Optimization exercise on an open flow, not production practice. RTL: at most simulated, not proved equivalent. Clock network not from TritonCTS: every run shown here. The clock port is an ideal driver here. Power: default activity.

==> design.v <==
module wallace_mult_top (
    input  logic        clk,
    input  logic        arst_n,
    input  logic        in_valid,
    input  logic [15:0] a,
    input  logic [15:0] b,
    output logic        out_valid,
    output logic [31:0] product,
    output logic        busy
);
    logic [2:0] vld_q;
    logic       busy_q;
    always_ff @(posedge clk or negedge arst_n) begin
        if (!arst_n) begin
            vld_q  <= '0;
            busy_q <= 1'b0;
        end else begin
            vld_q  <= {vld_q[1:0], in_valid};
            busy_q <= in_valid | (|vld_q[1:0]);
        end
    end
    assign out_valid = vld_q[2];
    assign busy      = busy_q;
    logic [15:0] a_q;
    logic        b15_q;
    logic [7:0]  one_q, two_q, neg_q;
    logic [31:0] opa_n, opb_n, prod_d;
    logic pp1;
    logic pp2;
    logic pp3;
    logic pp4;
    logic pp5;
    logic pp6;
    logic pp7;
    logic pp8;
    logic pp9;
    logic pp10;
    logic pp11;
    logic pp12;
    logic pp13;
    logic pp14;
    logic pp15;
    logic pp16;
    logic pp17;
    logic ng18;
    logic sg19;
    logic pp20;
    logic pp21;
    logic pp22;
    logic pp23;
    logic pp24;
    logic pp25;
    logic pp26;
    logic pp27;
    logic pp28;
    logic pp29;
    logic pp30;
    logic pp31;
    logic pp32;
    logic pp33;
    logic pp34;
    logic pp35;
    logic pp36;
    logic ng37;
    logic sg38;
    logic pp39;
    logic pp40;
    logic pp41;
    logic pp42;
    logic pp43;
    logic pp44;
    logic pp45;
    logic pp46;
    logic pp47;
    logic pp48;
    logic pp49;
    logic pp50;
    logic pp51;
    logic pp52;
    logic pp53;
    logic pp54;
    logic pp55;
    logic ng56;
    logic sg57;
    logic pp58;
    logic pp59;
    logic pp60;
    logic pp61;
    logic pp62;
    logic pp63;
    logic pp64;
    logic pp65;
    logic pp66;
    logic pp67;
    logic pp68;
    logic pp69;
    logic pp70;
    logic pp71;
    logic pp72;
    logic pp73;
    logic pp74;
    logic ng75;
    logic sg76;
    logic pp77;
    logic pp78;
    logic pp79;
    logic pp80;
    logic pp81;
    logic pp82;
    logic pp83;
    logic pp84;
    logic pp85;
    logic pp86;
    logic pp87;
    logic pp88;
    logic pp89;
    logic pp90;
    logic pp91;
    logic pp92;
    logic pp93;
    logic ng94;
    logic sg95;
    logic pp96;
    logic pp97;
    logic pp98;
    logic pp99;
    logic pp100;
    logic pp101;
    logic pp102;
    logic pp103;
    logic pp104;
    logic pp105;
    logic pp106;
    logic pp107;
    logic pp108;
    logic pp109;
    logic pp110;
    logic pp111;
    logic pp112;
    logic ng113;
    logic sg114;
    logic pp115;
    logic pp116;
    logic pp117;
    logic pp118;
    logic pp119;
    logic pp120;
    logic pp121;
    logic pp122;
    logic pp123;
    logic pp124;
    logic pp125;
    logic pp126;
    logic pp127;
    logic pp128;
    logic pp129;
    logic pp130;
    logic pp131;
    logic ng132;
    logic sg133;
    logic pp134;
    logic pp135;
    logic pp136;
    logic pp137;
    logic pp138;
    logic pp139;
    logic pp140;
    logic pp141;
    logic pp142;
    logic pp143;
    logic pp144;
    logic pp145;
    logic pp146;
    logic pp147;
    logic pp148;
    logic pp149;
    logic pp150;
    logic ng151;
    logic sg152;
    logic pp153;
    logic pp154;
    logic pp155;
    logic pp156;
    logic pp157;
    logic pp158;
    logic pp159;
    logic pp160;
    logic pp161;
    logic pp162;
    logic pp163;
    logic pp164;
    logic pp165;
    logic pp166;
    logic pp167;
    logic pp168;
    logic s169;
    logic c170;
    logic s171;
    logic c172;
    logic s173;
    logic c174;
    logic s175;
    logic c176;
    logic s177;
    logic c178;
    logic s179;
    logic c180;
    logic s181;
    logic c182;
    logic s183;
    logic c184;
    logic s185;
    logic c186;
    logic s187;
    logic c188;
    logic s189;
    logic c190;
    logic s191;
    logic c192;
    logic s193;
    logic c194;
    logic s195;
    logic c196;
    logic s197;
    logic c198;
    logic s199;
    logic c200;
    logic s201;
    logic c202;
    logic s203;
    logic c204;
    logic s205;
    logic c206;
    logic s207;
    logic c208;
    logic s209;
    logic c210;
    logic s211;
    logic c212;
    logic s213;
    logic c214;
    logic s215;
    logic c216;
    logic s217;
    logic c218;
    logic s219;
    logic c220;
    logic s221;
    logic c222;
    logic s223;
    logic c224;
    logic s225;
    logic c226;
    logic s227;
    logic c228;
    logic s229;
    logic c230;
    logic s231;
    logic c232;
    logic s233;
    logic c234;
    logic s235;
    logic c236;
    logic s237;
    logic c238;
    logic s239;
    logic c240;
    logic s241;
    logic c242;
    logic s243;
    logic c244;
    logic s245;
    logic c246;
    logic s247;
    logic c248;
    logic s249;
    logic c250;
    logic s251;
    logic c252;
    logic s253;
    logic c254;
    logic s255;
    logic c256;
    logic s257;
    logic c258;
    logic s259;
    logic c260;
    logic s261;
    logic c262;
    logic s263;
    logic c264;
    logic s265;
    logic c266;
    logic s267;
    logic c268;
    logic s269;
    logic c270;
    logic s271;
    logic c272;
    logic s273;
    logic c274;
    logic s275;
    logic c276;
    logic s277;
    logic c278;
    logic s279;
    logic c280;
    logic s281;
    logic c282;
    logic s283;
    logic c284;
    logic s285;
    logic c286;
    logic s287;
    logic c288;
    logic s289;
    logic c290;
    logic s291;
    logic c292;
    logic s293;
    logic c294;
    logic s295;
    logic c296;
    logic s297;
    logic c298;
    logic s299;
    logic c300;
    logic s301;
    logic c302;
    logic s303;
    logic c304;
    logic s305;
    logic c306;
    logic s307;
    logic c308;
    logic s309;
    logic c310;
    logic s311;
    logic c312;
    logic s313;
    logic c314;
    logic s315;
    logic c316;
    logic s317;
    logic c318;
    logic s319;
    logic c320;
    logic s321;
    logic c322;
    logic s323;
    logic c324;
    logic s325;
    logic c326;
    logic s327;
    logic c328;
    logic s329;
    logic c330;
    logic s331;
    logic c332;
    logic s333;
    logic c334;
    logic s335;
    logic c336;
    logic s337;
    logic c338;
    logic s339;
    logic c340;
    logic s341;
    logic c342;
    logic s343;
    logic c344;
    logic s345;
    logic c346;
    logic s347;
    logic c348;
    logic s349;
    logic c350;
    logic s351;
    logic c352;
    logic s353;
    logic c354;
    logic s355;
    logic c356;
    logic s357;
    logic c358;
    logic s359;
    logic c360;
    logic s361;
    logic c362;
    logic s363;
    logic c364;
    logic s365;
    logic c366;
    logic s367;
    logic c368;
    logic s369;
    logic c370;
    logic s371;
    logic c372;
    logic s373;
    logic c374;
    logic s375;
    logic c376;
    logic s377;
    logic c378;
    logic s379;
    logic c380;
    logic s381;
    logic c382;
    logic s383;
    logic c384;
    logic s385;
    logic c386;
    logic s387;
    logic c388;
    logic s389;
    logic c390;
    logic s391;
    logic c392;
    logic s393;
    logic c394;
    logic s395;
    logic c396;
    logic s397;
    logic c398;
    logic s399;
    logic c400;
    logic s401;
    logic c402;
    logic s403;
    logic c404;
    logic s405;
    logic c406;
    logic s407;
    logic c408;
    logic s409;
    logic c410;
    logic s411;
    logic c412;
    logic s413;
    logic c414;
    logic s415;
    logic c416;
    logic s417;
    logic c418;
    logic s419;
    logic c420;
    logic s421;
    logic c422;
    logic s423;
    logic c424;
    logic s425;
    logic c426;
    logic s427;
    logic c428;
    logic s429;
    logic c430;
    logic s431;
    logic c432;
    logic s433;
    logic c434;
    logic s435;
    logic c436;
    logic s437;
    logic c438;
    logic s439;
    logic c440;
    logic s441;
    logic c442;
    logic s443;
    logic c444;
    logic r0_c0_0;
    logic r0_c1_0;
    logic r0_c2_0;
    logic r0_c3_0;
    logic r0_c4_0;
    logic r0_c4_1;
    logic r0_c5_0;
    logic r0_c6_0;
    logic r0_c6_1;
    logic r0_c6_2;
    logic r0_c7_0;
    logic r0_c7_1;
    logic r0_c8_0;
    logic r0_c8_1;
    logic r0_c9_0;
    logic r0_c9_1;
    logic r0_c10_0;
    logic r0_c10_1;
    logic r0_c11_0;
    logic r0_c11_1;
    logic r0_c12_0;
    logic r0_c12_1;
    logic r0_c13_0;
    logic r0_c13_1;
    logic r0_c14_0;
    logic r0_c14_1;
    logic r0_c15_0;
    logic r0_c15_1;
    logic r0_c16_0;
    logic r0_c16_1;
    logic r0_c16_2;
    logic r0_c17_0;
    logic r0_c17_1;
    logic r0_c18_0;
    logic r0_c18_1;
    logic r0_c19_0;
    logic r0_c19_1;
    logic r0_c19_2;
    logic r0_c20_0;
    logic r0_c20_1;
    logic r0_c21_0;
    logic r0_c21_1;
    logic r0_c21_2;
    logic r0_c22_0;
    logic r0_c22_1;
    logic r0_c23_0;
    logic r0_c23_1;
    logic r0_c23_2;
    logic r0_c24_0;
    logic r0_c24_1;
    logic r0_c25_0;
    logic r0_c26_0;
    logic r0_c26_1;
    logic r0_c26_2;
    logic r0_c27_0;
    logic r0_c28_0;
    logic r0_c28_1;
    logic r0_c28_2;
    logic r0_c29_0;
    logic r0_c30_0;
    logic r0_c31_0;
    logic r0_c31_1;
    assign pp1 = ~(((a_q[0] & one_q[0]) | (1'b0 & two_q[0])) ^ neg_q[0]);
    assign pp2 = ~(((a_q[1] & one_q[0]) | (a_q[0] & two_q[0])) ^ neg_q[0]);
    assign pp3 = ~(((a_q[2] & one_q[0]) | (a_q[1] & two_q[0])) ^ neg_q[0]);
    assign pp4 = ~(((a_q[3] & one_q[0]) | (a_q[2] & two_q[0])) ^ neg_q[0]);
    assign pp5 = ~(((a_q[4] & one_q[0]) | (a_q[3] & two_q[0])) ^ neg_q[0]);
    assign pp6 = ~(((a_q[5] & one_q[0]) | (a_q[4] & two_q[0])) ^ neg_q[0]);
    assign pp7 = ~(((a_q[6] & one_q[0]) | (a_q[5] & two_q[0])) ^ neg_q[0]);
    assign pp8 = ~(((a_q[7] & one_q[0]) | (a_q[6] & two_q[0])) ^ neg_q[0]);
    assign pp9 = ~(((a_q[8] & one_q[0]) | (a_q[7] & two_q[0])) ^ neg_q[0]);
    assign pp10 = ~(((a_q[9] & one_q[0]) | (a_q[8] & two_q[0])) ^ neg_q[0]);
    assign pp11 = ~(((a_q[10] & one_q[0]) | (a_q[9] & two_q[0])) ^ neg_q[0]);
    assign pp12 = ~(((a_q[11] & one_q[0]) | (a_q[10] & two_q[0])) ^ neg_q[0]);
    assign pp13 = ~(((a_q[12] & one_q[0]) | (a_q[11] & two_q[0])) ^ neg_q[0]);
    assign pp14 = ~(((a_q[13] & one_q[0]) | (a_q[12] & two_q[0])) ^ neg_q[0]);
    assign pp15 = ~(((a_q[14] & one_q[0]) | (a_q[13] & two_q[0])) ^ neg_q[0]);
    assign pp16 = ~(((a_q[15] & one_q[0]) | (a_q[14] & two_q[0])) ^ neg_q[0]);
    assign pp17 = ~(((1'b0 & one_q[0]) | (a_q[15] & two_q[0])) ^ neg_q[0]);
    assign ng18 = ~neg_q[0];
    assign sg19 = neg_q[0];
    assign pp20 = ~(((a_q[0] & one_q[1]) | (1'b0 & two_q[1])) ^ neg_q[1]);
    assign pp21 = ~(((a_q[1] & one_q[1]) | (a_q[0] & two_q[1])) ^ neg_q[1]);
    assign pp22 = ~(((a_q[2] & one_q[1]) | (a_q[1] & two_q[1])) ^ neg_q[1]);
    assign pp23 = ~(((a_q[3] & one_q[1]) | (a_q[2] & two_q[1])) ^ neg_q[1]);
    assign pp24 = ~(((a_q[4] & one_q[1]) | (a_q[3] & two_q[1])) ^ neg_q[1]);
    assign pp25 = ~(((a_q[5] & one_q[1]) | (a_q[4] & two_q[1])) ^ neg_q[1]);
    assign pp26 = ~(((a_q[6] & one_q[1]) | (a_q[5] & two_q[1])) ^ neg_q[1]);
    assign pp27 = ~(((a_q[7] & one_q[1]) | (a_q[6] & two_q[1])) ^ neg_q[1]);
    assign pp28 = ~(((a_q[8] & one_q[1]) | (a_q[7] & two_q[1])) ^ neg_q[1]);
    assign pp29 = ~(((a_q[9] & one_q[1]) | (a_q[8] & two_q[1])) ^ neg_q[1]);
    assign pp30 = ~(((a_q[10] & one_q[1]) | (a_q[9] & two_q[1])) ^ neg_q[1]);
    assign pp31 = ~(((a_q[11] & one_q[1]) | (a_q[10] & two_q[1])) ^ neg_q[1]);
    assign pp32 = ~(((a_q[12] & one_q[1]) | (a_q[11] & two_q[1])) ^ neg_q[1]);
    assign pp33 = ~(((a_q[13] & one_q[1]) | (a_q[12] & two_q[1])) ^ neg_q[1]);
    assign pp34 = ~(((a_q[14] & one_q[1]) | (a_q[13] & two_q[1])) ^ neg_q[1]);
    assign pp35 = ~(((a_q[15] & one_q[1]) | (a_q[14] & two_q[1])) ^ neg_q[1]);
    assign pp36 = ~(((1'b0 & one_q[1]) | (a_q[15] & two_q[1])) ^ neg_q[1]);
    assign ng37 = ~neg_q[1];
    assign sg38 = neg_q[1];
    assign pp39 = ~(((a_q[0] & one_q[2]) | (1'b0 & two_q[2])) ^ neg_q[2]);
    assign pp40 = ~(((a_q[1] & one_q[2]) | (a_q[0] & two_q[2])) ^ neg_q[2]);
    assign pp41 = ~(((a_q[2] & one_q[2]) | (a_q[1] & two_q[2])) ^ neg_q[2]);
    assign pp42 = ~(((a_q[3] & one_q[2]) | (a_q[2] & two_q[2])) ^ neg_q[2]);
    assign pp43 = ~(((a_q[4] & one_q[2]) | (a_q[3] & two_q[2])) ^ neg_q[2]);
    assign pp44 = ~(((a_q[5] & one_q[2]) | (a_q[4] & two_q[2])) ^ neg_q[2]);
    assign pp45 = ~(((a_q[6] & one_q[2]) | (a_q[5] & two_q[2])) ^ neg_q[2]);
    assign pp46 = ~(((a_q[7] & one_q[2]) | (a_q[6] & two_q[2])) ^ neg_q[2]);
    assign pp47 = ~(((a_q[8] & one_q[2]) | (a_q[7] & two_q[2])) ^ neg_q[2]);
    assign pp48 = ~(((a_q[9] & one_q[2]) | (a_q[8] & two_q[2])) ^ neg_q[2]);
    assign pp49 = ~(((a_q[10] & one_q[2]) | (a_q[9] & two_q[2])) ^ neg_q[2]);
    assign pp50 = ~(((a_q[11] & one_q[2]) | (a_q[10] & two_q[2])) ^ neg_q[2]);
    assign pp51 = ~(((a_q[12] & one_q[2]) | (a_q[11] & two_q[2])) ^ neg_q[2]);
    assign pp52 = ~(((a_q[13] & one_q[2]) | (a_q[12] & two_q[2])) ^ neg_q[2]);
    assign pp53 = ~(((a_q[14] & one_q[2]) | (a_q[13] & two_q[2])) ^ neg_q[2]);
    assign pp54 = ~(((a_q[15] & one_q[2]) | (a_q[14] & two_q[2])) ^ neg_q[2]);
    assign pp55 = ~(((1'b0 & one_q[2]) | (a_q[15] & two_q[2])) ^ neg_q[2]);
    assign ng56 = ~neg_q[2];
    assign sg57 = neg_q[2];
    assign pp58 = ~(((a_q[0] & one_q[3]) | (1'b0 & two_q[3])) ^ neg_q[3]);
    assign pp59 = ~(((a_q[1] & one_q[3]) | (a_q[0] & two_q[3])) ^ neg_q[3]);
    assign pp60 = ~(((a_q[2] & one_q[3]) | (a_q[1] & two_q[3])) ^ neg_q[3]);
    assign pp61 = ~(((a_q[3] & one_q[3]) | (a_q[2] & two_q[3])) ^ neg_q[3]);
    assign pp62 = ~(((a_q[4] & one_q[3]) | (a_q[3] & two_q[3])) ^ neg_q[3]);
    assign pp63 = ~(((a_q[5] & one_q[3]) | (a_q[4] & two_q[3])) ^ neg_q[3]);
    assign pp64 = ~(((a_q[6] & one_q[3]) | (a_q[5] & two_q[3])) ^ neg_q[3]);
    assign pp65 = ~(((a_q[7] & one_q[3]) | (a_q[6] & two_q[3])) ^ neg_q[3]);
    assign pp66 = ~(((a_q[8] & one_q[3]) | (a_q[7] & two_q[3])) ^ neg_q[3]);
    assign pp67 = ~(((a_q[9] & one_q[3]) | (a_q[8] & two_q[3])) ^ neg_q[3]);
    assign pp68 = ~(((a_q[10] & one_q[3]) | (a_q[9] & two_q[3])) ^ neg_q[3]);
    assign pp69 = ~(((a_q[11] & one_q[3]) | (a_q[10] & two_q[3])) ^ neg_q[3]);
    assign pp70 = ~(((a_q[12] & one_q[3]) | (a_q[11] & two_q[3])) ^ neg_q[3]);
    assign pp71 = ~(((a_q[13] & one_q[3]) | (a_q[12] & two_q[3])) ^ neg_q[3]);
    assign pp72 = ~(((a_q[14] & one_q[3]) | (a_q[13] & two_q[3])) ^ neg_q[3]);
    assign pp73 = ~(((a_q[15] & one_q[3]) | (a_q[14] & two_q[3])) ^ neg_q[3]);
    assign pp74 = ~(((1'b0 & one_q[3]) | (a_q[15] & two_q[3])) ^ neg_q[3]);
    assign ng75 = ~neg_q[3];
    assign sg76 = neg_q[3];
    assign pp77 = ~(((a_q[0] & one_q[4]) | (1'b0 & two_q[4])) ^ neg_q[4]);
    assign pp78 = ~(((a_q[1] & one_q[4]) | (a_q[0] & two_q[4])) ^ neg_q[4]);
    assign pp79 = ~(((a_q[2] & one_q[4]) | (a_q[1] & two_q[4])) ^ neg_q[4]);
    assign pp80 = ~(((a_q[3] & one_q[4]) | (a_q[2] & two_q[4])) ^ neg_q[4]);
    assign pp81 = ~(((a_q[4] & one_q[4]) | (a_q[3] & two_q[4])) ^ neg_q[4]);
    assign pp82 = ~(((a_q[5] & one_q[4]) | (a_q[4] & two_q[4])) ^ neg_q[4]);
    assign pp83 = ~(((a_q[6] & one_q[4]) | (a_q[5] & two_q[4])) ^ neg_q[4]);
    assign pp84 = ~(((a_q[7] & one_q[4]) | (a_q[6] & two_q[4])) ^ neg_q[4]);
    assign pp85 = ~(((a_q[8] & one_q[4]) | (a_q[7] & two_q[4])) ^ neg_q[4]);
    assign pp86 = ~(((a_q[9] & one_q[4]) | (a_q[8] & two_q[4])) ^ neg_q[4]);
    assign pp87 = ~(((a_q[10] & one_q[4]) | (a_q[9] & two_q[4])) ^ neg_q[4]);
    assign pp88 = ~(((a_q[11] & one_q[4]) | (a_q[10] & two_q[4])) ^ neg_q[4]);
    assign pp89 = ~(((a_q[12] & one_q[4]) | (a_q[11] & two_q[4])) ^ neg_q[4]);
    assign pp90 = ~(((a_q[13] & one_q[4]) | (a_q[12] & two_q[4])) ^ neg_q[4]);
    assign pp91 = ~(((a_q[14] & one_q[4]) | (a_q[13] & two_q[4])) ^ neg_q[4]);
    assign pp92 = ~(((a_q[15] & one_q[4]) | (a_q[14] & two_q[4])) ^ neg_q[4]);
    assign pp93 = ~(((1'b0 & one_q[4]) | (a_q[15] & two_q[4])) ^ neg_q[4]);
    assign ng94 = ~neg_q[4];
    assign sg95 = neg_q[4];
    assign pp96 = ~(((a_q[0] & one_q[5]) | (1'b0 & two_q[5])) ^ neg_q[5]);
    assign pp97 = ~(((a_q[1] & one_q[5]) | (a_q[0] & two_q[5])) ^ neg_q[5]);
    assign pp98 = ~(((a_q[2] & one_q[5]) | (a_q[1] & two_q[5])) ^ neg_q[5]);
    assign pp99 = ~(((a_q[3] & one_q[5]) | (a_q[2] & two_q[5])) ^ neg_q[5]);
    assign pp100 = ~(((a_q[4] & one_q[5]) | (a_q[3] & two_q[5])) ^ neg_q[5]);
    assign pp101 = ~(((a_q[5] & one_q[5]) | (a_q[4] & two_q[5])) ^ neg_q[5]);
    assign pp102 = ~(((a_q[6] & one_q[5]) | (a_q[5] & two_q[5])) ^ neg_q[5]);
    assign pp103 = ~(((a_q[7] & one_q[5]) | (a_q[6] & two_q[5])) ^ neg_q[5]);
    assign pp104 = ~(((a_q[8] & one_q[5]) | (a_q[7] & two_q[5])) ^ neg_q[5]);
    assign pp105 = ~(((a_q[9] & one_q[5]) | (a_q[8] & two_q[5])) ^ neg_q[5]);
    assign pp106 = ~(((a_q[10] & one_q[5]) | (a_q[9] & two_q[5])) ^ neg_q[5]);
    assign pp107 = ~(((a_q[11] & one_q[5]) | (a_q[10] & two_q[5])) ^ neg_q[5]);
    assign pp108 = ~(((a_q[12] & one_q[5]) | (a_q[11] & two_q[5])) ^ neg_q[5]);
    assign pp109 = ~(((a_q[13] & one_q[5]) | (a_q[12] & two_q[5])) ^ neg_q[5]);
    assign pp110 = ~(((a_q[14] & one_q[5]) | (a_q[13] & two_q[5])) ^ neg_q[5]);
    assign pp111 = ~(((a_q[15] & one_q[5]) | (a_q[14] & two_q[5])) ^ neg_q[5]);
    assign pp112 = ~(((1'b0 & one_q[5]) | (a_q[15] & two_q[5])) ^ neg_q[5]);
    assign ng113 = ~neg_q[5];
    assign sg114 = neg_q[5];
    assign pp115 = ~(((a_q[0] & one_q[6]) | (1'b0 & two_q[6])) ^ neg_q[6]);
    assign pp116 = ~(((a_q[1] & one_q[6]) | (a_q[0] & two_q[6])) ^ neg_q[6]);
    assign pp117 = ~(((a_q[2] & one_q[6]) | (a_q[1] & two_q[6])) ^ neg_q[6]);
    assign pp118 = ~(((a_q[3] & one_q[6]) | (a_q[2] & two_q[6])) ^ neg_q[6]);
    assign pp119 = ~(((a_q[4] & one_q[6]) | (a_q[3] & two_q[6])) ^ neg_q[6]);
    assign pp120 = ~(((a_q[5] & one_q[6]) | (a_q[4] & two_q[6])) ^ neg_q[6]);
    assign pp121 = ~(((a_q[6] & one_q[6]) | (a_q[5] & two_q[6])) ^ neg_q[6]);
    assign pp122 = ~(((a_q[7] & one_q[6]) | (a_q[6] & two_q[6])) ^ neg_q[6]);
    assign pp123 = ~(((a_q[8] & one_q[6]) | (a_q[7] & two_q[6])) ^ neg_q[6]);
    assign pp124 = ~(((a_q[9] & one_q[6]) | (a_q[8] & two_q[6])) ^ neg_q[6]);
    assign pp125 = ~(((a_q[10] & one_q[6]) | (a_q[9] & two_q[6])) ^ neg_q[6]);
    assign pp126 = ~(((a_q[11] & one_q[6]) | (a_q[10] & two_q[6])) ^ neg_q[6]);
    assign pp127 = ~(((a_q[12] & one_q[6]) | (a_q[11] & two_q[6])) ^ neg_q[6]);
    assign pp128 = ~(((a_q[13] & one_q[6]) | (a_q[12] & two_q[6])) ^ neg_q[6]);
    assign pp129 = ~(((a_q[14] & one_q[6]) | (a_q[13] & two_q[6])) ^ neg_q[6]);
    assign pp130 = ~(((a_q[15] & one_q[6]) | (a_q[14] & two_q[6])) ^ neg_q[6]);
    assign pp131 = ~(((1'b0 & one_q[6]) | (a_q[15] & two_q[6])) ^ neg_q[6]);
    assign ng132 = ~neg_q[6];
    assign sg133 = neg_q[6];
    assign pp134 = ~(((a_q[0] & one_q[7]) | (1'b0 & two_q[7])) ^ neg_q[7]);
    assign pp135 = ~(((a_q[1] & one_q[7]) | (a_q[0] & two_q[7])) ^ neg_q[7]);
    assign pp136 = ~(((a_q[2] & one_q[7]) | (a_q[1] & two_q[7])) ^ neg_q[7]);
    assign pp137 = ~(((a_q[3] & one_q[7]) | (a_q[2] & two_q[7])) ^ neg_q[7]);
    assign pp138 = ~(((a_q[4] & one_q[7]) | (a_q[3] & two_q[7])) ^ neg_q[7]);
    assign pp139 = ~(((a_q[5] & one_q[7]) | (a_q[4] & two_q[7])) ^ neg_q[7]);
    assign pp140 = ~(((a_q[6] & one_q[7]) | (a_q[5] & two_q[7])) ^ neg_q[7]);
    assign pp141 = ~(((a_q[7] & one_q[7]) | (a_q[6] & two_q[7])) ^ neg_q[7]);
    assign pp142 = ~(((a_q[8] & one_q[7]) | (a_q[7] & two_q[7])) ^ neg_q[7]);
    assign pp143 = ~(((a_q[9] & one_q[7]) | (a_q[8] & two_q[7])) ^ neg_q[7]);
    assign pp144 = ~(((a_q[10] & one_q[7]) | (a_q[9] & two_q[7])) ^ neg_q[7]);
    assign pp145 = ~(((a_q[11] & one_q[7]) | (a_q[10] & two_q[7])) ^ neg_q[7]);
    assign pp146 = ~(((a_q[12] & one_q[7]) | (a_q[11] & two_q[7])) ^ neg_q[7]);
    assign pp147 = ~(((a_q[13] & one_q[7]) | (a_q[12] & two_q[7])) ^ neg_q[7]);
    assign pp148 = ~(((a_q[14] & one_q[7]) | (a_q[13] & two_q[7])) ^ neg_q[7]);
    assign pp149 = ~(((a_q[15] & one_q[7]) | (a_q[14] & two_q[7])) ^ neg_q[7]);
    assign pp150 = ~(((1'b0 & one_q[7]) | (a_q[15] & two_q[7])) ^ neg_q[7]);
    assign ng151 = ~neg_q[7];
    assign sg152 = neg_q[7];
    assign pp153 = ~(a_q[0] & b15_q);
    assign pp154 = ~(a_q[1] & b15_q);
    assign pp155 = ~(a_q[2] & b15_q);
    assign pp156 = ~(a_q[3] & b15_q);
    assign pp157 = ~(a_q[4] & b15_q);
    assign pp158 = ~(a_q[5] & b15_q);
    assign pp159 = ~(a_q[6] & b15_q);
    assign pp160 = ~(a_q[7] & b15_q);
    assign pp161 = ~(a_q[8] & b15_q);
    assign pp162 = ~(a_q[9] & b15_q);
    assign pp163 = ~(a_q[10] & b15_q);
    assign pp164 = ~(a_q[11] & b15_q);
    assign pp165 = ~(a_q[12] & b15_q);
    assign pp166 = ~(a_q[13] & b15_q);
    assign pp167 = ~(a_q[14] & b15_q);
    assign pp168 = ~(a_q[15] & b15_q);
    mfa u_ha0 (.x(ng18), .y(pp1), .z(1'b1), .s(s169), .c(c170));
    mfa u_ha1 (.x(pp2), .y(c170), .z(1'b1), .s(s171), .c(c172));
    mfa u_fa0 (.x(ng37), .y(pp20), .z(pp3), .s(s173), .c(c174));
    mfa u_ha2 (.x(s173), .y(c172), .z(1'b1), .s(s175), .c(c176));
    mfa u_fa1 (.x(pp21), .y(pp4), .z(c174), .s(s177), .c(c178));
    mfa u_ha3 (.x(s177), .y(c176), .z(1'b1), .s(s179), .c(c180));
    mfa u_fa2 (.x(ng56), .y(pp22), .z(pp39), .s(s181), .c(c182));
    mfa u_fa3 (.x(pp5), .y(s181), .z(c178), .s(s183), .c(c184));
    mfa u_fa4 (.x(pp23), .y(pp40), .z(pp6), .s(s185), .c(c186));
    mfa u_fa5 (.x(c182), .y(s185), .z(c184), .s(s187), .c(c188));
    mfa u_fa6 (.x(ng75), .y(pp24), .z(pp41), .s(s189), .c(c190));
    mfa u_fa7 (.x(pp58), .y(pp7), .z(c186), .s(s191), .c(c192));
    mfa u_fa8 (.x(pp25), .y(pp42), .z(pp59), .s(s193), .c(c194));
    mfa u_fa9 (.x(pp8), .y(c190), .z(s193), .s(s195), .c(c196));
    mfa u_fa10 (.x(ng94), .y(pp26), .z(pp43), .s(s197), .c(c198));
    mfa u_fa11 (.x(pp60), .y(pp77), .z(pp9), .s(s199), .c(c200));
    mfa u_fa12 (.x(c194), .y(s197), .z(s199), .s(s201), .c(c202));
    mfa u_fa13 (.x(pp10), .y(pp27), .z(pp44), .s(s203), .c(c204));
    mfa u_fa14 (.x(pp61), .y(pp78), .z(c198), .s(s205), .c(c206));
    mfa u_fa15 (.x(c200), .y(s203), .z(c202), .s(s207), .c(c208));
    mfa u_fa16 (.x(ng113), .y(pp11), .z(pp28), .s(s209), .c(c210));
    mfa u_fa17 (.x(pp45), .y(pp62), .z(pp79), .s(s211), .c(c212));
    mfa u_fa18 (.x(pp96), .y(c204), .z(s209), .s(s213), .c(c214));
    mfa u_fa19 (.x(s211), .y(c206), .z(s213), .s(s215), .c(c216));
    mfa u_fa20 (.x(pp12), .y(pp29), .z(pp46), .s(s217), .c(c218));
    mfa u_fa21 (.x(pp63), .y(pp80), .z(pp97), .s(s219), .c(c220));
    mfa u_fa22 (.x(c210), .y(c212), .z(s217), .s(s221), .c(c222));
    mfa u_fa23 (.x(s219), .y(c214), .z(s221), .s(s223), .c(c224));
    mfa u_fa24 (.x(ng132), .y(pp115), .z(pp13), .s(s225), .c(c226));
    mfa u_fa25 (.x(pp30), .y(pp47), .z(pp64), .s(s227), .c(c228));
    mfa u_fa26 (.x(pp81), .y(pp98), .z(c218), .s(s229), .c(c230));
    mfa u_fa27 (.x(c220), .y(s225), .z(s227), .s(s231), .c(c232));
    mfa u_fa28 (.x(c222), .y(s229), .z(s231), .s(s233), .c(c234));
    mfa u_fa29 (.x(pp116), .y(pp14), .z(pp31), .s(s235), .c(c236));
    mfa u_fa30 (.x(pp48), .y(pp65), .z(pp82), .s(s237), .c(c238));
    mfa u_fa31 (.x(pp99), .y(c226), .z(c228), .s(s239), .c(c240));
    mfa u_fa32 (.x(s235), .y(s237), .z(c230), .s(s241), .c(c242));
    mfa u_fa33 (.x(c232), .y(s239), .z(s241), .s(s243), .c(c244));
    mfa u_fa34 (.x(ng151), .y(pp100), .z(pp117), .s(s245), .c(c246));
    mfa u_fa35 (.x(pp134), .y(pp15), .z(pp32), .s(s247), .c(c248));
    mfa u_fa36 (.x(pp49), .y(pp66), .z(pp83), .s(s249), .c(c250));
    mfa u_fa37 (.x(c236), .y(c238), .z(s245), .s(s251), .c(c252));
    mfa u_fa38 (.x(s247), .y(s249), .z(c240), .s(s253), .c(c254));
    mfa u_fa39 (.x(s251), .y(c242), .z(s253), .s(s255), .c(c256));
    mfa u_fa40 (.x(pp101), .y(pp118), .z(pp135), .s(s257), .c(c258));
    mfa u_fa41 (.x(pp16), .y(pp33), .z(pp50), .s(s259), .c(c260));
    mfa u_fa42 (.x(pp67), .y(pp84), .z(c246), .s(s261), .c(c262));
    mfa u_fa43 (.x(c248), .y(c250), .z(s257), .s(s263), .c(c264));
    mfa u_fa44 (.x(s259), .y(c252), .z(s261), .s(s265), .c(c266));
    mfa u_fa45 (.x(s263), .y(c254), .z(s265), .s(s267), .c(c268));
    mfa u_fa46 (.x(pp153), .y(pp102), .z(pp119), .s(s269), .c(c270));
    mfa u_fa47 (.x(pp136), .y(pp17), .z(pp34), .s(s271), .c(c272));
    mfa u_fa48 (.x(pp51), .y(pp68), .z(pp85), .s(s273), .c(c274));
    mfa u_fa49 (.x(c258), .y(c260), .z(s269), .s(s275), .c(c276));
    mfa u_fa50 (.x(s271), .y(s273), .z(c262), .s(s277), .c(c278));
    mfa u_fa51 (.x(c264), .y(s275), .z(c266), .s(s279), .c(c280));
    mha u_hc0 (.x(sg19), .y(pp154), .s(s281), .c(c282));
    mfa u_fa52 (.x(pp103), .y(pp120), .z(pp137), .s(s283), .c(c284));
    mfa u_fa53 (.x(pp35), .y(pp52), .z(pp69), .s(s285), .c(c286));
    mfa u_fa54 (.x(pp86), .y(s281), .z(c270), .s(s287), .c(c288));
    mfa u_fa55 (.x(c272), .y(c274), .z(s283), .s(s289), .c(c290));
    mfa u_fa56 (.x(s285), .y(c276), .z(s287), .s(s291), .c(c292));
    mfa u_fa57 (.x(s289), .y(c278), .z(s291), .s(s293), .c(c294));
    mha u_hc1 (.x(pp155), .y(pp104), .s(s295), .c(c296));
    mfa u_fa58 (.x(pp121), .y(pp138), .z(pp36), .s(s297), .c(c298));
    mfa u_fa59 (.x(pp53), .y(pp70), .z(pp87), .s(s299), .c(c300));
    mfa u_fa60 (.x(c282), .y(s295), .z(c284), .s(s301), .c(c302));
    mfa u_fa61 (.x(c286), .y(s297), .z(s299), .s(s303), .c(c304));
    mfa u_fa62 (.x(c288), .y(c290), .z(s301), .s(s305), .c(c306));
    mfa u_fa63 (.x(s303), .y(c292), .z(s305), .s(s307), .c(c308));
    mfa u_fa64 (.x(sg38), .y(pp156), .z(pp105), .s(s309), .c(c310));
    mfa u_fa65 (.x(pp122), .y(pp139), .z(pp54), .s(s311), .c(c312));
    mfa u_fa66 (.x(pp71), .y(pp88), .z(c296), .s(s313), .c(c314));
    mfa u_fa67 (.x(c298), .y(c300), .z(s309), .s(s315), .c(c316));
    mfa u_fa68 (.x(s311), .y(s313), .z(c302), .s(s317), .c(c318));
    mfa u_fa69 (.x(c304), .y(s315), .z(c306), .s(s319), .c(c320));
    mha u_hc2 (.x(pp157), .y(pp106), .s(s321), .c(c322));
    mfa u_fa70 (.x(pp123), .y(pp140), .z(pp55), .s(s323), .c(c324));
    mfa u_fa71 (.x(pp72), .y(pp89), .z(s321), .s(s325), .c(c326));
    mfa u_fa72 (.x(c310), .y(c312), .z(s323), .s(s327), .c(c328));
    mfa u_fa73 (.x(c314), .y(s325), .z(c316), .s(s329), .c(c330));
    mfa u_fa74 (.x(s327), .y(c318), .z(s329), .s(s331), .c(c332));
    mfa u_fa75 (.x(sg57), .y(pp158), .z(pp107), .s(s333), .c(c334));
    mfa u_fa76 (.x(pp124), .y(pp141), .z(pp73), .s(s335), .c(c336));
    mfa u_fa77 (.x(pp90), .y(c322), .z(c324), .s(s337), .c(c338));
    mfa u_fa78 (.x(s333), .y(s335), .z(c326), .s(s339), .c(c340));
    mfa u_fa79 (.x(c328), .y(s337), .z(s339), .s(s341), .c(c342));
    mha u_hc3 (.x(pp159), .y(pp108), .s(s343), .c(c344));
    mfa u_fa80 (.x(pp125), .y(pp142), .z(pp74), .s(s345), .c(c346));
    mfa u_fa81 (.x(pp91), .y(s343), .z(c334), .s(s347), .c(c348));
    mfa u_fa82 (.x(c336), .y(s345), .z(c338), .s(s349), .c(c350));
    mfa u_fa83 (.x(s347), .y(c340), .z(s349), .s(s351), .c(c352));
    mfa u_fa84 (.x(sg76), .y(pp160), .z(pp109), .s(s353), .c(c354));
    mfa u_fa85 (.x(pp126), .y(pp143), .z(pp92), .s(s355), .c(c356));
    mfa u_fa86 (.x(c344), .y(c346), .z(s353), .s(s357), .c(c358));
    mfa u_fa87 (.x(s355), .y(c348), .z(s357), .s(s359), .c(c360));
    mha u_hc4 (.x(pp161), .y(pp110), .s(s361), .c(c362));
    mfa u_fa88 (.x(pp127), .y(pp144), .z(pp93), .s(s363), .c(c364));
    mfa u_fa89 (.x(s361), .y(c354), .z(c356), .s(s365), .c(c366));
    mfa u_fa90 (.x(s363), .y(c358), .z(s365), .s(s367), .c(c368));
    mfa u_fa91 (.x(sg95), .y(pp162), .z(pp111), .s(s369), .c(c370));
    mfa u_fa92 (.x(pp128), .y(pp145), .z(c362), .s(s371), .c(c372));
    mfa u_fa93 (.x(c364), .y(s369), .z(s371), .s(s373), .c(c374));
    mfa u_fa94 (.x(c366), .y(s373), .z(c368), .s(s375), .c(c376));
    mha u_hc5 (.x(pp163), .y(pp112), .s(s377), .c(c378));
    mfa u_fa95 (.x(pp129), .y(pp146), .z(s377), .s(s379), .c(c380));
    mfa u_fa96 (.x(c370), .y(c372), .z(s379), .s(s381), .c(c382));
    mfa u_fa97 (.x(sg114), .y(pp164), .z(pp130), .s(s383), .c(c384));
    mfa u_fa98 (.x(pp147), .y(c378), .z(s383), .s(s385), .c(c386));
    mfa u_fa99 (.x(c380), .y(s385), .z(c382), .s(s387), .c(c388));
    mha u_hc6 (.x(pp165), .y(pp131), .s(s389), .c(c390));
    mfa u_fa100 (.x(pp148), .y(s389), .z(c384), .s(s391), .c(c392));
    mfa u_fa101 (.x(sg133), .y(pp166), .z(pp149), .s(s393), .c(c394));
    mfa u_fa102 (.x(c390), .y(s393), .z(c392), .s(s395), .c(c396));
    mha u_hc7 (.x(pp167), .y(pp150), .s(s397), .c(c398));
    mfa u_fa103 (.x(s397), .y(c394), .z(c396), .s(s399), .c(c400));
    mfa u_fa104 (.x(sg152), .y(pp168), .z(c398), .s(s401), .c(c402));
    mfa u_fa105 (.x(r0_c6_0), .y(r0_c6_1), .z(r0_c6_2), .s(s403), .c(c404));
    mfa u_ha4 (.x(r0_c7_0), .y(r0_c7_1), .z(1'b1), .s(s405), .c(c406));
    mfa u_ha5 (.x(r0_c8_0), .y(r0_c8_1), .z(1'b1), .s(s407), .c(c408));
    mfa u_ha6 (.x(r0_c9_0), .y(r0_c9_1), .z(1'b1), .s(s409), .c(c410));
    mfa u_ha7 (.x(r0_c10_0), .y(r0_c10_1), .z(1'b1), .s(s411), .c(c412));
    mfa u_ha8 (.x(r0_c11_0), .y(r0_c11_1), .z(1'b1), .s(s413), .c(c414));
    mfa u_ha9 (.x(r0_c12_0), .y(r0_c12_1), .z(1'b1), .s(s415), .c(c416));
    mfa u_ha10 (.x(r0_c13_0), .y(r0_c13_1), .z(1'b1), .s(s417), .c(c418));
    mfa u_ha11 (.x(r0_c14_0), .y(r0_c14_1), .z(1'b1), .s(s419), .c(c420));
    mfa u_ha12 (.x(r0_c15_0), .y(r0_c15_1), .z(1'b1), .s(s421), .c(c422));
    mfa u_fa106 (.x(r0_c16_0), .y(r0_c16_1), .z(r0_c16_2), .s(s423), .c(c424));
    mfa u_ha13 (.x(r0_c17_0), .y(r0_c17_1), .z(1'b1), .s(s425), .c(c426));
    mfa u_ha14 (.x(r0_c18_0), .y(r0_c18_1), .z(1'b1), .s(s427), .c(c428));
    mfa u_fa107 (.x(r0_c19_0), .y(r0_c19_1), .z(r0_c19_2), .s(s429), .c(c430));
    mfa u_ha15 (.x(r0_c20_0), .y(r0_c20_1), .z(1'b1), .s(s431), .c(c432));
    mfa u_fa108 (.x(r0_c21_0), .y(r0_c21_1), .z(r0_c21_2), .s(s433), .c(c434));
    mfa u_ha16 (.x(r0_c22_0), .y(r0_c22_1), .z(1'b1), .s(s435), .c(c436));
    mfa u_fa109 (.x(r0_c23_0), .y(r0_c23_1), .z(r0_c23_2), .s(s437), .c(c438));
    mfa u_ha17 (.x(r0_c24_0), .y(r0_c24_1), .z(1'b1), .s(s439), .c(c440));
    mfa u_fa110 (.x(r0_c26_0), .y(r0_c26_1), .z(r0_c26_2), .s(s441), .c(c442));
    mfa u_fa111 (.x(r0_c28_0), .y(r0_c28_1), .z(r0_c28_2), .s(s443), .c(c444));
    assign opa_n = {r0_c31_0, r0_c30_0, r0_c29_0, s443, r0_c27_0, s441, r0_c25_0, c438, c436, c434, c432, c430, c428, c426, c424, c422, c420, c418, c416, c414, c412, c410, c408, c406, c404, s403, r0_c5_0, r0_c4_0, r0_c3_0, r0_c2_0, r0_c1_0, r0_c0_0};
    assign opb_n = {r0_c31_1, 1'b1, c444, 1'b1, c442, 1'b1, c440, s439, s437, s435, s433, s431, s429, s427, s425, s423, s421, s419, s417, s415, s413, s411, s409, s407, s405, 1'b1, 1'b1, r0_c4_1, 1'b1, 1'b1, 1'b1, 1'b1};
    assign prod_d = ~(opa_n + opb_n + 32'd1);
    always_ff @(posedge clk) begin
        a_q <= a;
        one_q[0] <= b[0] ^ 1'b0;
        two_q[0] <= (b[1] & ~b[0] & ~1'b0) | (~b[1] & b[0] & 1'b0);
        neg_q[0] <= b[1] & ~(b[0] & 1'b0);
        one_q[1] <= b[2] ^ b[1];
        two_q[1] <= (b[3] & ~b[2] & ~b[1]) | (~b[3] & b[2] & b[1]);
        neg_q[1] <= b[3] & ~(b[2] & b[1]);
        one_q[2] <= b[4] ^ b[3];
        two_q[2] <= (b[5] & ~b[4] & ~b[3]) | (~b[5] & b[4] & b[3]);
        neg_q[2] <= b[5] & ~(b[4] & b[3]);
        one_q[3] <= b[6] ^ b[5];
        two_q[3] <= (b[7] & ~b[6] & ~b[5]) | (~b[7] & b[6] & b[5]);
        neg_q[3] <= b[7] & ~(b[6] & b[5]);
        one_q[4] <= b[8] ^ b[7];
        two_q[4] <= (b[9] & ~b[8] & ~b[7]) | (~b[9] & b[8] & b[7]);
        neg_q[4] <= b[9] & ~(b[8] & b[7]);
        one_q[5] <= b[10] ^ b[9];
        two_q[5] <= (b[11] & ~b[10] & ~b[9]) | (~b[11] & b[10] & b[9]);
        neg_q[5] <= b[11] & ~(b[10] & b[9]);
        one_q[6] <= b[12] ^ b[11];
        two_q[6] <= (b[13] & ~b[12] & ~b[11]) | (~b[13] & b[12] & b[11]);
        neg_q[6] <= b[13] & ~(b[12] & b[11]);
        one_q[7] <= b[14] ^ b[13];
        two_q[7] <= (b[15] & ~b[14] & ~b[13]) | (~b[15] & b[14] & b[13]);
        neg_q[7] <= b[15] & ~(b[14] & b[13]);
        b15_q <= b[15];
        r0_c0_0 <= s169;
        r0_c1_0 <= s171;
        r0_c2_0 <= s175;
        r0_c3_0 <= s179;
        r0_c4_0 <= s183;
        r0_c4_1 <= c180;
        r0_c5_0 <= s187;
        r0_c6_0 <= s189;
        r0_c6_1 <= s191;
        r0_c6_2 <= c188;
        r0_c7_0 <= c192;
        r0_c7_1 <= s195;
        r0_c8_0 <= c196;
        r0_c8_1 <= s201;
        r0_c9_0 <= s205;
        r0_c9_1 <= s207;
        r0_c10_0 <= c208;
        r0_c10_1 <= s215;
        r0_c11_0 <= c216;
        r0_c11_1 <= s223;
        r0_c12_0 <= c224;
        r0_c12_1 <= s233;
        r0_c13_0 <= c234;
        r0_c13_1 <= s243;
        r0_c14_0 <= c244;
        r0_c14_1 <= s255;
        r0_c15_0 <= c256;
        r0_c15_1 <= s267;
        r0_c16_0 <= s277;
        r0_c16_1 <= c268;
        r0_c16_2 <= s279;
        r0_c17_0 <= c280;
        r0_c17_1 <= s293;
        r0_c18_0 <= c294;
        r0_c18_1 <= s307;
        r0_c19_0 <= s317;
        r0_c19_1 <= c308;
        r0_c19_2 <= s319;
        r0_c20_0 <= c320;
        r0_c20_1 <= s331;
        r0_c21_0 <= c330;
        r0_c21_1 <= s341;
        r0_c21_2 <= c332;
        r0_c22_0 <= c342;
        r0_c22_1 <= s351;
        r0_c23_0 <= c350;
        r0_c23_1 <= s359;
        r0_c23_2 <= c352;
        r0_c24_0 <= s367;
        r0_c24_1 <= c360;
        r0_c25_0 <= s375;
        r0_c26_0 <= c374;
        r0_c26_1 <= s381;
        r0_c26_2 <= c376;
        r0_c27_0 <= s387;
        r0_c28_0 <= c386;
        r0_c28_1 <= s391;
        r0_c28_2 <= c388;
        r0_c29_0 <= s395;
        r0_c30_0 <= s399;
        r0_c31_0 <= s401;
        r0_c31_1 <= c400;
        product <= prod_d;
    end
endmodule
module mfa (input logic x, input logic y, input logic z, output logic s, output logic c);
    assign s = x ^ y ^ z;
    assign c = (x & y) | (x & z) | (y & z);
endmodule
module mha (input logic x, input logic y, output logic s, output logic c);
    assign s = x ^ y;
    assign c = x & y;
endmodule
==> flow/run.sh <==
#!/bin/bash
# Standard ORFS layout (standard.sh, unchanged synthesis) with three changes: ports are
# buffered with sky130_fd_sc_hd__buf_2 instead of the default delay buffer; the clock tree is one level of
# clkbuf_16 buffers placed by flow/cts_pre.tcl instead of TritonCTS; and repair_timing
# aims for extra setup slack. The make output goes to standard_flow.log; each ORFS step
# keeps its own log under orfs/logs.
set -euo pipefail
export BUFFER_PORTS_ARGS="-buffer_cell sky130_fd_sc_hd__buf_2"
export SETUP_SLACK_MARGIN=8.1
export PRE_CTS_TCL="$(pwd)/flow/cts_pre.tcl"
export CLK_NLEAF=8
export CLK_NL1=4
export CLK_LEAF_CELL=sky130_fd_sc_hd__clkinv_8
export CLK_L1_CELL=sky130_fd_sc_hd__clkinv_8
bash standard.sh > standard_flow.log 2>&1
==> flow/cts_pre.tcl <==
proc env_or { name dflt } {
  if { [info exists ::env($name)] && $::env($name) ne "" } { return $::env($name) }
  return $dflt
}
set nleaf [env_or CLK_NLEAF 8]
set nl1 [env_or CLK_NL1 2]
set leafcell [env_or CLK_LEAF_CELL sky130_fd_sc_hd__clkbuf_16]
set l1cell [env_or CLK_L1_CELL sky130_fd_sc_hd__clkbuf_16]

# Balanced k-means: pts is a list of {x y}; returns {assignment centres}
proc kmeans { pts k {slack 1} } {
  set n [llength $pts]
  set cx 0; set cy 0
  foreach p $pts { set cx [expr {$cx + [lindex $p 0]}]; set cy [expr {$cy + [lindex $p 1]}] }
  set cx [expr {$cx / $n}]; set cy [expr {$cy / $n}]
  set order {}
  for {set i 0} {$i < $n} {incr i} {
    set p [lindex $pts $i]
    lappend order [list $i [expr {atan2([lindex $p 1]-$cy, [lindex $p 0]-$cx)}]]
  }
  set order [lsort -real -index 1 $order]
  set cent {}
  for {set c 0} {$c < $k} {incr c} {
    set sx 0; set sy 0; set m 0
    for {set j [expr {$c * $n / $k}]} {$j < ($c + 1) * $n / $k} {incr j} {
      set p [lindex $pts [lindex [lindex $order $j] 0]]
      set sx [expr {$sx + [lindex $p 0]}]; set sy [expr {$sy + [lindex $p 1]}]; incr m
    }
    if {$m == 0} { lappend cent [list $cx $cy] } else { lappend cent [list [expr {$sx / $m}] [expr {$sy / $m}]] }
  }
  set cap [expr {int(ceil(double($n) / $k)) + $slack}]
  for {set iter 0} {$iter < 40} {incr iter} {
    set cnt [lrepeat $k 0]
    set assign [lrepeat $n -1]
    set cand {}
    for {set i 0} {$i < $n} {incr i} {
      set p [lindex $pts $i]
      set best 1e18
      for {set c 0} {$c < $k} {incr c} {
        set d [expr {abs([lindex $p 0]-[lindex $cent $c 0]) + abs([lindex $p 1]-[lindex $cent $c 1])}]
        if {$d < $best} { set best $d }
      }
      lappend cand [list $i $best]
    }
    foreach ib [lsort -real -decreasing -index 1 $cand] {
      set i [lindex $ib 0]; set p [lindex $pts $i]
      set bk -1; set best 1e18
      for {set c 0} {$c < $k} {incr c} {
        if {[lindex $cnt $c] >= $cap} continue
        set d [expr {abs([lindex $p 0]-[lindex $cent $c 0]) + abs([lindex $p 1]-[lindex $cent $c 1])}]
        if {$d < $best} { set best $d; set bk $c }
      }
      lset assign $i $bk
      lset cnt $bk [expr {[lindex $cnt $bk] + 1}]
    }
    set newc {}
    for {set c 0} {$c < $k} {incr c} {
      set sx 0; set sy 0; set m 0
      for {set i 0} {$i < $n} {incr i} {
        if {[lindex $assign $i] == $c} {
          set sx [expr {$sx + [lindex $pts $i 0]}]; set sy [expr {$sy + [lindex $pts $i 1]}]; incr m
        }
      }
      if {$m > 0} { lappend newc [list [expr {$sx / $m}] [expr {$sy / $m}]] } else { lappend newc [lindex $cent $c] }
    }
    set cent $newc
  }
  return [list $assign $cent]
}

proc add_buffer { block master name in_net x y } {
  set inst [odb::dbInst_create $block $master $name]
  set net [odb::dbNet_create $block "${name}_net"]
  $net setSigType CLOCK
  [$inst findITerm A] connect $in_net
  set out [$inst findITerm X]
  if { $out eq "NULL" } { set out [$inst findITerm Y] }
  $out connect $net
  $inst setLocation [expr {int($x)}] [expr {int($y)}]
  $inst setPlacementStatus PLACED
  return $net
}

set block [ord::get_db_block]
set db [ord::get_db]
set clk_net [$block findNet clk]
set sinks {}
foreach it [$clk_net getITerms] {
  if { [$it isInputSignal] } { lappend sinks $it }
}
set pts {}
foreach it $sinks {
  set bb [[$it getInst] getBBox]
  lappend pts [list [expr {([$bb xMin] + [$bb xMax]) / 2.0}] [expr {([$bb yMin] + [$bb yMax]) / 2.0}]]
}
puts "manual clock tree: [llength $sinks] sinks, $nleaf leaf buffers, $nl1 first-level buffers"
lassign [kmeans $pts $nleaf] leaf_of leaf_cent
if { $nl1 > 0 } {
  lassign [kmeans $leaf_cent $nl1 0] l1_of l1_cent
  for {set g 0} {$g < $nl1} {incr g} {
    set l1net($g) [add_buffer $block [$db findMaster $l1cell] "clkbuf_l1_$g" $clk_net {*}[lindex $l1_cent $g]]
  }
}
for {set c 0} {$c < $nleaf} {incr c} {
  set src $clk_net
  if { $nl1 > 0 } { set src $l1net([lindex $l1_of $c]) }
  set leafnet($c) [add_buffer $block [$db findMaster $leafcell] "clkbuf_leaf_$c" $src {*}[lindex $leaf_cent $c]]
}
for {set i 0} {$i < [llength $sinks]} {incr i} {
  set it [lindex $sinks $i]
  $it disconnect
  $it connect $leafnet([lindex $leaf_of $i])
}
# TritonCTS is not run: the buffers above are the whole tree.
proc clock_tree_synthesis { args } {
  puts "clock_tree_synthesis skipped: clock buffers were placed by cts_pre.tcl"
  set_propagated_clock [all_clocks]
}
# cts.tcl clones clock inverters next to their loads after this hook; the inverter pairs
# above are already placed by their loads, so that step is skipped as well.
proc repair_clock_inverters { args } {
  puts "repair_clock_inverters skipped: clock tree built by cts_pre.tcl"
}
==> standard.sh <==
#!/bin/bash
# synth_recipe.tcl (not shown) runs the flow's synth.tcl, then flattens the netlist and writes it again
# the make line also repeats each setting of config.mk as NAME=value (left out here)
make -C /OpenROAD-flow-scripts/flow DESIGN_CONFIG=/design/flow/config.mk WORK_HOME=/design/flow/orfs CLKGATE_MAP_FILE= SYNTH_SCRIPT=/design/flow/synth_recipe.tcl "${@:-finish}"
==> config.mk <==
export PLATFORM = sky130hd
export DESIGN_NAME = wallace_mult_top
export DESIGN_NICKNAME = wallace_mult_top
export VERILOG_FILES = /design/flow/design.v
export SDC_FILE = /design/flow/constraint.sdc
export NUM_CORES = 4
export LEC_CHECK = 0
export CAP_MARGIN = 20
export CORE_MARGIN = 2
export CORE_UTILIZATION = 40
export SLEW_MARGIN = 20
export SYNTH_HIERARCHICAL = 1
export SYNTH_MINIMUM_KEEP_SIZE = 0
==> constraint.sdc <==
create_clock -name core_clock -period 11.0 [get_ports {clk}]
set_input_delay 2.2000 -clock core_clock [delete_from_list [all_inputs] [get_ports {clk}]]
set_output_delay 2.2000 -clock core_clock [all_outputs]
set_load 0.01 [all_outputs]
==> results of run 1 <==
## registers in the layout, summed over array words and instances (netlist names), 3 cells and up
register	flops
product	32
one_q	8
a_q	16
vld_q	3
two_q	8
neg_q	8
## cell usage after synthesis, drive strengths merged
master | number | share of area, %
and2 | 1 | 0.065
nand2 | 56 | 2.2
and3 | 1 | 0.065
buf | 11 | 0.43
nor4 | 2 | 0.20
o21bai | 4 | 0.31
ha | 38 | 5.0
o2111ai | 2 | 0.25
nand3 | 2 | 0.10
a21oi | 24 | 1.3
nor3b | 3 | 0.29
dfrtp | 4 | 1.0
a211o | 2 | 0.18
or3 | 2 | 0.13
a221oi | 1 | 0.091
nor3 | 2 | 0.16
nand3b | 7 | 0.55
o21a | 1 | 0.078
o21ai | 27 | 1.5
fa | 130 | 27
nand2b | 13 | 0.85
a21o | 4 | 0.31
nand4 | 3 | 0.20
a311oi | 1 | 0.16
o211ai | 3 | 0.23
clkbuf | 67 | 2.6
inv | 18 | 0.70
dfxtp | 135 | 28
xor2 | 12 | 1.1
nor2b | 10 | 0.65
a31oi | 2 | 0.13
nor2 | 15 | 0.59
conb | 1 | 0.039
or2 | 1 | 0.065
xnor2 | 150 | 14
a211oi | 2 | 0.16
o22ai | 1 | 0.065
a22oi | 120 | 9.4
## worst min path at each step
stage                          to  slack [ns]  depth (start not counted)
6_report       product[1]$_DFF_P_        0.36                          1
2_1_floorplan  product[0]$_DFF_P_        0.34                          1
3_3_place_gp   product[1]$_DFF_P_        0.34                          1
5_1_grt        product[1]$_DFF_P_        0.37                          1
3_5_place_dp   product[1]$_DFF_P_        0.35                          1
4_1_cts        product[1]$_DFF_P_        0.36                          1
## area by class of cell
| class | count | share of cell area, % |
|---|---|---|
| multi-input cells | 660 | 61.0 |
| flip-flops and latches | 139 | 27.2 |
| repair buffers | 98 | 5.36 |
| well taps | 319 | 3.70 |
| inverters | 30 | 2.74 |
## cell usage in the layout, fill, tap and decap left out, types with 23 or more instances in the layout
master,Yosys,layout
sky130_fd_sc_hd__a21oi_1,23,23
sky130_fd_sc_hd__a22oi_1,120,112
sky130_fd_sc_hd__buf_2,0,68
sky130_fd_sc_hd__buf_4,0,29
sky130_fd_sc_hd__dfxtp_1,135,98
sky130_fd_sc_hd__dfxtp_4,0,32
sky130_fd_sc_hd__fa_1,130,126
sky130_fd_sc_hd__ha_1,38,38
sky130_fd_sc_hd__nand2_1,56,56
sky130_fd_sc_hd__xnor2_1,150,147
## repair_timing
action | CTS | global route
resized for setup | 66 | 30
pin swaps | 0 | 2
setup endpoints to repair | 36 | 22
setup buffers | 0 | 30
## cell families (layout without fill, tap and decap cells)
| kind of cell | Yosys count | after routing | share of synthesized area (%) |
|---|---|---|---|
| AOI/OAI and AO/OA | 194 | 194 | 14.1 |
| xor gates and xnor gates | 162 | 162 | 14.8 |
| adders and majority gates | 168 | 168 | 32.0 |
| buffers and inverters | 96 | 128 | 3.75 |
| DFF | 139 | 139 | 29.2 |
| other | 1 | 18 | 0.0390 |
| and+or+nand+nor | 118 | 118 | 6.08 |
## modules after synthesis, one instance, submodules excluded
| module | area (um2) | copies in the design | cells | flops+latches |
|---|---|---|---|---|
| wallace_mult_top | 6900 | 1 | 740 | 139 |
| mha | 12.5 | 8 | 1 | 0 |
| mfa | 20.0 | 130 | 1 | 0 |
## per-layer routing
| layer | track usage (%) | vias to the layer above |
|---|---|---|
| met1 | 26.2 | 3256 |
| met2 | 27.7 | 284 |
| met3 | 3.07 | 38 |
| met5 | 0 | - |
| li1 | - | 3031 |
| met4 | 4.26 | 0 |
## power breakdown
group	internal, mW	switching, mW
clock	0.0488	0.190
combinational	0.950	1.19
sequential	0.737	0.123
==> run notes, run 1 <==
Timing:
- The final max-slew violation count is 0.
- The hold violation count in the final report is 0.
- Setup repair after global routing could not meet its margin everywhere.
- The final critical path takes up 25.8% of the cycle.
- The post-route worst setup slack is 8.16 ns.
- For the finished layout, the period the worst path requires is 2.84 ns.
- Derived from the worst setup path, the maximum achievable clock frequency is 352 MHz.
- Clock skew on the completed layout was measured at 0.0106 ns.
- The minimum hold slack is 0.359 ns.
- The setup TNS is 0 ns.
- The final setup violation count is 0.

Global route:
- The via count of the first global-routing pass is 6679.
- The number of antenna violations at the first check in global routing was 0.
- The total global routing track utilization is 17.9%.
- Entering global routing, the biggest net connects 20 pins.
- The first global-routing pass estimated 36900 um of wire.
- The remaining global-route overflow is 0.

Die:
- The total area inside the core boundary comes to 23500 um2.
- Measured along the x axis, the die boundary spans 159 um.
- The die is 159 um tall.
- The effective utilization at floorplan is 40.8%.
- The die footprint is 25300 um2.
- The placement row count is 56.
- The boundary pin count is 69.

Cells and area:
- For this run, the number of standard cells in the final layout without fillers is 1246.
- The number of filler instances in the final layout is 2269.
- In the final layout, the share of cells above drive strength 1 is 19.4%.
- After the last flow step, the layout net total stands at 1132.
- The flip-flop and latch area is 2930 um2.
- Summing all multi-input logic gate instances after layout gives 6580 um2.
- The layout overhead on the synthesized area is 12.3%.
- The repair_antennas step left the layout with diodes totalling 0.
- The area of all placed cells without fillers is 10800 um2.
- Measured on the finished design, the core utilization comes to 45.8%.

Worst hold path:
- The startpoint identified for the worst hold timing path is r0_c1_0$_DFF_P_.
- The min-delay analysis places its worst path in the category register to register.

Placed design:
- The routability congestion estimate is 0.880.
- The count of placed standard cells including taps is 1204.
- The detailed-placement wirelength estimate is 16200 um.
- Prior to clock tree synthesis, the placed netlist has a worst setup slack of 7.62 ns.
- The count of buffers added on input and output ports is 68.
- The total cell area at the placement stage is 10100 um2.

Synth:
- After synthesis, flip-flops and latches occupy 29.2% of the total area.
- The cell count after synthesis came out at 878.
- Summing every instance area after synthesis gives 9600 um2.
- The post-synthesis area per instance is 10.9 um2.
- The number of different library cells in the post-synthesis netlist is 46.
- The synthesized design contains 139 register bits.
- The count of yosys warnings during synthesis is 7.

Detailed routing:
- After detailed routing, the number of vias per cell comes to 5.30.
- For this run, design rule violations remaining after detail routing come to 0.
- The remaining antenna violation count is 0.
- The number of DRC markers in iteration 0 is 598.
- The sum of met2 wire segment lengths after detailed routing is 10400 um.
- Routed signal wires occupy layers up through met4.
- The met3 wirelength from detailed routing is 1820 um.
- Across all layers, the routed design uses 6609 vias.
- After detailed routing, the wire length on met1 is 10700 um.
- In the final routed layout, each cell accounts on average for 18.8 um.
- Wires add up to 23400 um.
- The number of detailed-route iterations in the first pass is 5.

Power:
- The completed layout was analyzed and its total power is 3.24 mW.
- The reported leakage power is 4.09 nW.
- In this run the power density over the cells is 300 nW/um2.
- VDD sags by at most 0.115 mV.

Run:
- The number of max-cap violations is 0.

Outcome:
- The run finished with no timing, DRC or antenna violations.

Setup path:
- Together, buffers and inverters on the worst path number 0.
- The worst register-to-register path ends at r0_c13_1$_DFF_P_.
- The setup slack on the worst flop-to-flop path is 8.16 ns.
- In this run the critical register-to-register path is launched from one_q[1]$_DFF_P_.
- The number of cells on the critical path is 6.
- For this design, the slowest cell found on the critical path is sky130_fd_sc_hd__fa_1.
- The critical setup path kind is register to register.
- The required time of the critical path is 11.02 ns.
- Among cell families on the critical path, the largest total delay comes from adder cells.
- The kind of end point of the critical path is a register.
- The worst setup path is launched from a register.
- The end point of the critical path is r0_c13_1$_DFF_P_.
- In this run the worst setup path begins at one_q[1]$_DFF_P_.
- The cell repeated most along the worst path is sky130_fd_sc_hd__fa_1.
- The delay of the slowest critical-path stage is 0.56 ns.
- Of all nets on the critical path, the largest fanout is 16.
- The worst-case reg-to-reg path depth is 6.
- The data arrival time of the critical path is 2.86 ns.
- The critical path goes through a22oi_1, xnor2_1, fa_1, fa_1, fa_1, fa_1.

Clock network:
- The clock-pin slew of the registers on the worst-case setup and hold paths is 0.07 ns.
- After clock tree synthesis, the flow added hold-fix buffers numbering 0.
- The clock network latency to the later pin of the worst-skew pair is 0.14 ns.
==> run 2, diff against run 1 <==
--- a/config.mk
+++ b/config.mk
@@ -9,3 +9,3 @@
 export CORE_MARGIN = 2
-export CORE_UTILIZATION = 40
+export CORE_UTILIZATION = 55
 export SLEW_MARGIN = 20
==> run 2 against run 1 <==
Compared with the run above:
- still clean on timing, DRC and antenna
- fmax fell by 1.4%
- clock power barely moved
- global-route usage rose by 7.9 points
- clock skew rose by 0.0095 ns
- sequential power fell by 2%
- flip-flop and latch count did not move
- routed wire length rose by 0.74%
- critical path depth did not move
- first-iteration DRC count rose by 21%
- cell area rose by 0.19%
- highest routed layer unchanged
==> run notes, run 2 <==
Global route:
- The via count of the first global-routing pass is 6723 (+0.66%).
- The first-pass GRT wire length came to 37100 um (+0.64%).
- The total global routing track utilization is 25.7% (+7.9 points).
- The largest net degree at the start of global routing is 20 (unchanged).
- The number of antenna violations at the first check in global routing is 0 (unchanged).
- The remaining global-route overflow is 0 (unchanged).

Synth:
- Sorting the synthesized cells by how often they occur yields sky130_fd_sc_hd__xnor2_1, sky130_fd_sc_hd__dfxtp_1, sky130_fd_sc_hd__fa_1.
- The number of enable-type register cells in the synthesized netlist was 0 (unchanged).
- The post-synthesis area per instance is 10.9 um2 (unchanged).
- The most common cell in the netlist is sky130_fd_sc_hd__xnor2_1.
- The synthesized cell area was 9600 um2 (unchanged).
- The share of async-settable or async-resettable flops after synthesis is 2.88% (unchanged).
- The count of yosys warnings during synthesis is 7 (unchanged).
- The number of register bits inferred by synthesis was 139 (unchanged).
- The number of different library cells in the post-synthesis netlist came to 46 (unchanged).
- By area the synthesized netlist is led by sky130_fd_sc_hd__dfxtp_1, sky130_fd_sc_hd__fa_1, sky130_fd_sc_hd__xnor2_1.
- The synthesized design spends more area on one cell type than any other, namely sky130_fd_sc_hd__dfxtp_1.
- The top cell type's share of synthesized area is 28.1% (unchanged).

Clock network:
- The total of hold buffers inserted after clock tree synthesis is 0 (unchanged).
- The clock network latency to the later pin of the worst-skew pair came to 0.14 ns (about the same).
- The clock-pin slew of the registers on the worst-case setup and hold paths was 0.07 ns (about the same).

Die:
- The core area is 17200 um2 (-27%).
- The die height was 136 um (-14%).
- The floorplan die width is 136 um (-14%).
- The effective utilization at floorplan is 55.9% (+15 points).
- The boundary pin count is 69 (unchanged).
- The die footprint was 18500 um2 (-27%).
- The placement row count was 48 (-14%).

Power:
- The maximum VDD drop is 0.213 mV (+85%).
- The reported leakage power is 4.17 nW (+1.9%).
- The power density over the cells came to 304 nW/um2 (+1.2%).

Setup path:
- STA classifies the critical path startpoint as a register.
- The peak fanout along the critical path came to 16 (unchanged).
- The data arrival time of the critical path is 2.90 ns (+0.04 ns).
- The required time of the critical path is 11.02 ns (about the same).
- The worst setup path is captured at a register.

Timing:
- The final max-slew violation count is 0 (unchanged).
- The hold violation count in the final report came to 0 (unchanged).
- The final clock period utilization by the worst path is 26.2% (+0.37 points).
- The minimum clock period after layout was 2.88 ns (+0.0409 ns).
- The final setup violation count was 0 (unchanged).
- The clock skew after layout came to 0.0201 ns (+0.00947 ns).
- Setup repair after global routing could not meet its margin everywhere.
- The minimum hold slack is 0.360 ns (+0.000833 ns).

Cells and area:
- The largest registers in the layout are product (32), a_q (16).
- The final core area utilization is 62.9% (+17 points).
- The number of flip-flops in the largest register came to 32 (unchanged).
- The top cell types in the final layout, fill and taps aside, are sky130_fd_sc_hd__xnor2_1, sky130_fd_sc_hd__fa_1, sky130_fd_sc_hd__a22oi_1, sky130_fd_sc_hd__dfxtp_1, sky130_fd_sc_hd__buf_2.
- The register with the most flip-flops in the final layout is product.
- The number of filler instances in the final layout is 1445 (-36%).
- The post-layout net count is 1148 (+1.4%).
- The final antenna diode count was 0 (unchanged).
- The fraction of layout cells with a size suffix above 1 is 21.0% (+1.6 points).

Detailed routing:
- The top routing layer in use is met4.
- The post-detailed-routing wire length is 23600 um (+0.74%).
- The post-route met1 wirelength is 10600 um (-0.36%).
- The detailed-route via count came to 6831 (+3.4%).
- The wire length per cell is 20.2 um (+7.5%).
- The sum of met2 wire segment lengths after detailed routing is 10400 um (-0.30%).
- The number of detailed-route iterations in the first pass is 6 (+1).
- The remaining antenna violation count came to 0 (unchanged).
- The number of design rule violations left after detail routing is 0 (unchanged).
- The average vias per placed instance came to 5.85 (+10%).
- The number of DRC markers in iteration 0 was 726 (+21%).

Placed design:
- The count of input and output buffers came to 68 (unchanged).
- The routability congestion estimate is 0.933 (+6.1%).
- The count of placed standard cells including taps is 1110 (-7.8%).
- The worst slack at placement was 7.58 ns (-0.0464 ns).

Run:
- The number of max-cap violations was 0 (unchanged).

Worst hold path:
- The worst hold path belongs to the class register to register.

Outcome:
- The flow ran to the end and the layout has no timing, DRC or antenna violations.
==> run 2: cell counts after synthesis <==
Identical to the previous run, type by type.
==> run 2: area by class of cell <==
cell class                      count  area [um2]  area share, %
Multi-Input combinational cell    660        6580           60.9
Sequential cell                   139        2930           27.1
Timing Repair Buffer              114         723           6.69
Inverter                           30         290           2.69
Tap cell                          225         282           2.61
==> run 2: logic make-up (layout without fill, tap and decap cells) <==
group,count (synthesis),in the layout,share of synthesized area (%)
flip-flops,139,139,29.2
XOR/XNOR,162,162,14.8
adder cells (fa/ha/maj),168,168,32.0
AND/OR/NAND/NOR,118,118,6.08
other,1,18,0.0390
AO/OA/AOI/OAI,194,194,14.1
buffers and inverters,96,144,3.75
==> run 2: power breakdown <==
part / leakage (nW) / internal, mW / switching [mW]
clock: 0.0827 / 0.0489 / 0.189
sequential: 1.20 / 0.737 / 0.111
combinational: 2.89 / 0.967 / 1.23
==> run 2: per-stage QoR <==
step                power (mW)  area, um2
floorplan                 2.47       9800
global placement          2.92      10000
detailed placement        3.00      10000
CTS                       3.26      10600
global route              3.62      10800
finish                    3.28      10800
==> run 2: Yosys stat by module, one instance, submodules excluded <==
module / times used / flip-flops and latches
mfa: 130 / 0
wallace_mult_top: 1 / 139
mha: 8 / 0
==> run 2: repair_timing <==
action,4_1_cts,5_1_grt
setup buffers,32,14
pin swaps,1,8
resized for setup,74,24
setup endpoints to repair,30,23
==> run 2: worst paths after layout <==
kind                                  startpoint            endpoint  slack [ns]  cells after the start
worst min-delay path             r0_c3_0$_DFF_P_  product[3]$_DFF_P_        0.36                      1
worst min register to register   r0_c3_0$_DFF_P_  product[3]$_DFF_P_        0.36                      1
max in group asynchronous                 arst_n  vld_q[1]$_DFF_PN0_        9.04                      1
worst max-delay path            one_q[7]$_DFF_P_    r0_c18_1$_DFF_P_        8.12                      6
worst max register to register  one_q[7]$_DFF_P_    r0_c18_1$_DFF_P_        8.12                      6
min in group asynchronous                 arst_n  vld_q[0]$_DFF_PN0_        1.85                      1
==> run 2: critical path, stage by stage (launching register included) <==
cell,delay (ns)
sky130_fd_sc_hd__dfxtp_4,0.41
sky130_fd_sc_hd__a22oi_1,0.26
sky130_fd_sc_hd__xnor2_1,0.19
sky130_fd_sc_hd__fa_1,0.49
sky130_fd_sc_hd__fa_2,0.41
sky130_fd_sc_hd__fa_1,0.57
sky130_fd_sc_hd__fa_1,0.42
==> run 2: layer usage <==
layer  global-route usage, %  vias to the layer above
li1                        -                     3069
met1                    38.8                     3355
met2                    39.8                      358
met3                    3.77                       49
met4                    5.03                        0
met5                       0                        -
